From an optimization exercise on the open Yosys and OpenROAD flow, aimed at small area, a short achievable clock period and few clock cycles per item; shortcuts taken in it are not production practice. No activity file was given, so power comes from the tool's default toggle rates.

== maple ==
// line_follow_steering_core
module line_follow_steering_core (
   input  logic        clock,
   input  logic        reset,
   input  logic        req_valid,
   output logic        req_stall,
   input  logic [22:0] req_word,
   output logic        rsp_valid,
   input  logic        rsp_stall,
   output logic [17:0] rsp_word,
   input  logic        csr_write_en,
   input  logic [2:0]  csr_index,
   input  logic [15:0] csr_data
);
For scale: roughly 2,100 cells after synthesis, roughly 160 flip-flops, roughly 67 I/O pins, roughly 0.019 sq mm of cells after synthesis.
clock: 11.0 ns
lec_check: 0
cap_margin: 20
core_margin: 2
core_utilization: 40
setup_slack_margin: 5
slew_margin: 20
run.sh (not shown) runs the stock make flow with config.mk's settings and CLKGATE_MAP_FILE= SYNTH_SCRIPT=/design/flow/synth_recipe.tcl, a recipe that flattens the netlist after the stock synthesis.
Input-level comparison between garnet and maple:
- clearing SETUP_SLACK_MARGIN, which used to be 5
==> flow/flow/run.sh (new file) <==
#!/bin/bash
set -euo pipefail
MARGIN=$(cat flow/margin.txt)
bash standard.sh SETUP_SLACK_MARGIN="$MARGIN" TNS_END_PERCENT=100 finish > flow_make.log 2>&1
==> flow/flow/margin.txt (new file) <==
7
==> flow/standard.sh (new file) <==
#!/bin/bash
# synth_recipe.tcl (not shown) runs the flow's synth.tcl, then flattens the netlist and writes it again
# the make line also repeats each setting of config.mk as NAME=value (left out here)
make -C /OpenROAD-flow-scripts/flow DESIGN_CONFIG=/design/flow/config.mk WORK_HOME=/design/flow/orfs CLKGATE_MAP_FILE= SYNTH_SCRIPT=/design/flow/synth_recipe.tcl "${@:-finish}"
removed: flow/run.sh
==> comparison <==
- garnet | stages: all done | timing, DRC, antenna: all pass
- Looking only at sequential share of power, and setting everything else aside, the higher value of maple and garnet goes to maple.
- garnet vs. maple: switching power share of the total lost 0.43 points; count of clock-buffer cells in the layout did not really move.
--- input diff garnet..violet ---
==> flow/run.sh (new file) <==
#!/bin/bash
# synth_recipe.tcl (not shown) runs the flow's synth.tcl, then flattens the netlist and writes it again
# the make line also repeats each setting of config.mk as NAME=value (left out here)
make -C /OpenROAD-flow-scripts/flow DESIGN_CONFIG=/design/flow/config.mk WORK_HOME=/design/flow/orfs CLKGATE_MAP_FILE= SYNTH_SCRIPT=/design/flow/synth_recipe.tcl finish
removed: flow/flow/run.sh
removed: flow/flow/margin.txt
removed: flow/standard.sh
### Flow results
Per-cell via count in the routed design delta (garnet -> violet): insignificant
From garnet to violet, compound-gate portion of the synthesized area did not move at all.
The achievable clock frequency of violet is lower than that of garnet.
Filler-free cell count of the finished design came out lower on violet than on garnet.
Looking at placed standard-cell area, violet sits about 1% lower than garnet does.
Compared with garnet, violet has less setup slack.
Density: violet sparser than garnet
No functional check of the RTL was part of any run of this note.

Another version of the RTL of line_follow_steering_core (not shown whole).
For scale: roughly 67 I/O pins, roughly 21000 um2 of cells after synthesis.
Settings: LEC_CHECK=0, CAP_MARGIN=20, CORE_MARGIN=2, CORE_UTILIZATION=40, SLEW_MARGIN=20, SYNTH_HIERARCHICAL=1; clock period 11.0 ns.
standard.sh (not shown) runs the stock make flow with config.mk's settings and CLKGATE_MAP_FILE= SYNTH_SCRIPT=/design/flow/synth_recipe.tcl, a recipe that flattens the netlist after the stock synthesis.
==> flow/flow/run.sh <==
#!/bin/bash
set -euo pipefail
MARGIN=$(cat flow/margin.txt)
bash standard.sh SETUP_SLACK_MARGIN="$MARGIN" TNS_END_PERCENT=100 \
  BUFFER_PORTS_ARGS="-buffer_cell sky130_fd_sc_hd__buf_2" finish > flow_make.log 2>&1
==> flow/flow/margin.txt <==
6.5
Edit:
==> flow/flow/run.sh (replaced) <==
#!/bin/bash
set -euo pipefail
MARGIN=$(cat flow/margin.txt)
bash standard.sh SETUP_SLACK_MARGIN="$MARGIN" TNS_END_PERCENT=100 REMOVE_ABC_BUFFERS=1 \
  BUFFER_PORTS_ARGS="-buffer_cell sky130_fd_sc_hd__buf_1" finish > flow_make.log 2>&1
==> flow/flow/margin.txt (replaced) <==
6.8
Settings changed: CTS_BUF_LIST set to sky130_fd_sc_hd__clkbuf_8, CTS_CLUSTER_SIZE set to 40.
The changed run completed with no timing, DRC or antenna violations.
Sequential cell count stays the same.
Routed wire length came out lower by 2.9%.
Die area stays the same.
Global-route usage is lower by 0.51 points.
Cell area is higher by 2.2%.
Power hardly moves.
Cell count climbs by 1.4%.
Via count is about the same.
Function was not checked in any run of this note: the RTL went through the layout flow alone.

run A:
Starting RTL as in the previous note.
clock: 11.0 ns
lec_check: 0
cap_margin: 20
core_margin: 2
core_utilization: 40
slew_margin: 20
synth_hierarchical: 1
==> flow/flow/run.sh <==
#!/bin/bash
set -euo pipefail
MARGIN=$(cat flow/margin.txt)
bash standard.sh SETUP_SLACK_MARGIN="$MARGIN" TNS_END_PERCENT=100 \
  BUFFER_PORTS_ARGS="-buffer_cell sky130_fd_sc_hd__buf_2" finish > flow_make.log 2>&1
==> flow/flow/margin.txt <==
7
## Diff of input files: run B against run A
- an added CTS_CLUSTER_SIZE of 40
- an added CTS_BUF_LIST of sky130_fd_sc_hd__clkbuf_8
==> flow/flow/run.sh <==
#!/bin/bash
set -euo pipefail
MARGIN=$(cat flow/margin.txt)
bash standard.sh SETUP_SLACK_MARGIN="$MARGIN" TNS_END_PERCENT=100 REMOVE_ABC_BUFFERS=1 \
  BUFFER_PORTS_ARGS="-buffer_cell sky130_fd_sc_hd__buf_1" finish > flow_make.log 2>&1
==> flow/flow/margin.txt <==
6.5
## What came out
- Changes observed in run B relative to run A: relative contribution of combinational cells to total power lower; total power dropped 0.73 mW; switching power total went down by about 14%.
- Of the two values seen for highest layer used for signal routing, met5 was produced by run B and met4 by run A.
- Run comparison: run B start point of the critical path pd$_SDFFE_PP0P_; run A start point of the critical path c_x[7]$_DFFE_PN_
> inputs changed (run B -> run C)
- CTS_CLUSTER_SIZE no longer set, was 40
- CTS_BUF_LIST no longer set, was sky130_fd_sc_hd__clkbuf_8
==> flow/flow/run.sh <==
#!/bin/bash
set -euo pipefail
MARGIN=$(cat flow/margin.txt)
bash standard.sh SETUP_SLACK_MARGIN="$MARGIN" TNS_END_PERCENT=100 \
  BUFFER_PORTS_ARGS="-buffer_cell sky130_fd_sc_hd__buf_2" finish > flow_make.log 2>&1
==> flow/flow/margin.txt <==
6
==> results.txt <==
Run C vs run B on flip-flop and latch power: run C is the higher one. Per the comparison of run C with run B, total length of routed met3 wires shows an increase of about 34%, depth of the CTS H-tree shows no meaningful change, HPWL reported at the end of detailed placement shows an increase of about 5%, signed area change from the synthesized netlist to the final layout shows no meaningful change, wire length after detailed routing shows an increase of about 5%. As far as fraction of area in registers is concerned, run B and run C perform about the same. For end-of-flow core utilization, run B and run C come out practically identical. Setup slack of the critical path after layout on run C is behind run B. In terms of design area, run C and run B differ only marginally. Clock skew delta (run B -> run C): insignificant.
No functional check of the RTL was part of any run of this note.

re-timing with driven ports:
In the flow no input, the clock included, has a driving cell. The finished layouts below were timed again as built, in two steps. Step 1, drivers: a clkbuf_16 drives clock and a buf_2 each remaining input, both assumed. Step 2 times the ports against the registers' clock, not the clock port: input delays grow and output delays shrink by t, the midpoint of the rising clock arrivals with the driver on. Slacks: no drivers / after step 1 / after step 2; pairs: no drivers / after step 1.
| run | t (ns) | slack for setup (ns) | clock arrival spread, ns | worst register clock-pin slew, ns |
|---|---|---|---|---|
| maple | 0.546 | 5.715 / 5.715 / 5.540 | 0.011 / 0.011 | 0.07 / 0.07 |
| garnet | 0.546 | 6.442 / 6.442 / 6.261 | 0.019 / 0.019 | 0.08 / 0.08 |
| violet | 0.546 | 5.715 / 5.715 / 5.540 | 0.011 / 0.011 | 0.07 / 0.07 |
| the first run of note 2 | 0.521 | 6.607 / 6.607 / 6.345 | 0.020 / 0.020 | 0.08 / 0.08 |
| the second run of note 2 | 0.581 | 6.840 / 6.840 / 6.385 | 0.016 / 0.017 | 0.11 / 0.11 |
| run A | 0.510 | 6.994 / 6.994 / 6.569 | 0.021 / 0.021 | 0.08 / 0.08 |
| run B | 0.562 | 6.634 / 6.634 / 6.234 | 0.021 / 0.021 | 0.11 / 0.11 |
| run C | 0.510 | 6.274 / 6.274 / 6.274 | 0.022 / 0.021 | 0.08 / 0.08 |
After both steps setup and hold are still met in every run listed. For the second run of note 2, which loses most, drivers alone change the setup slack by 0.000 ns; drivers and shift together by -0.455 ns.
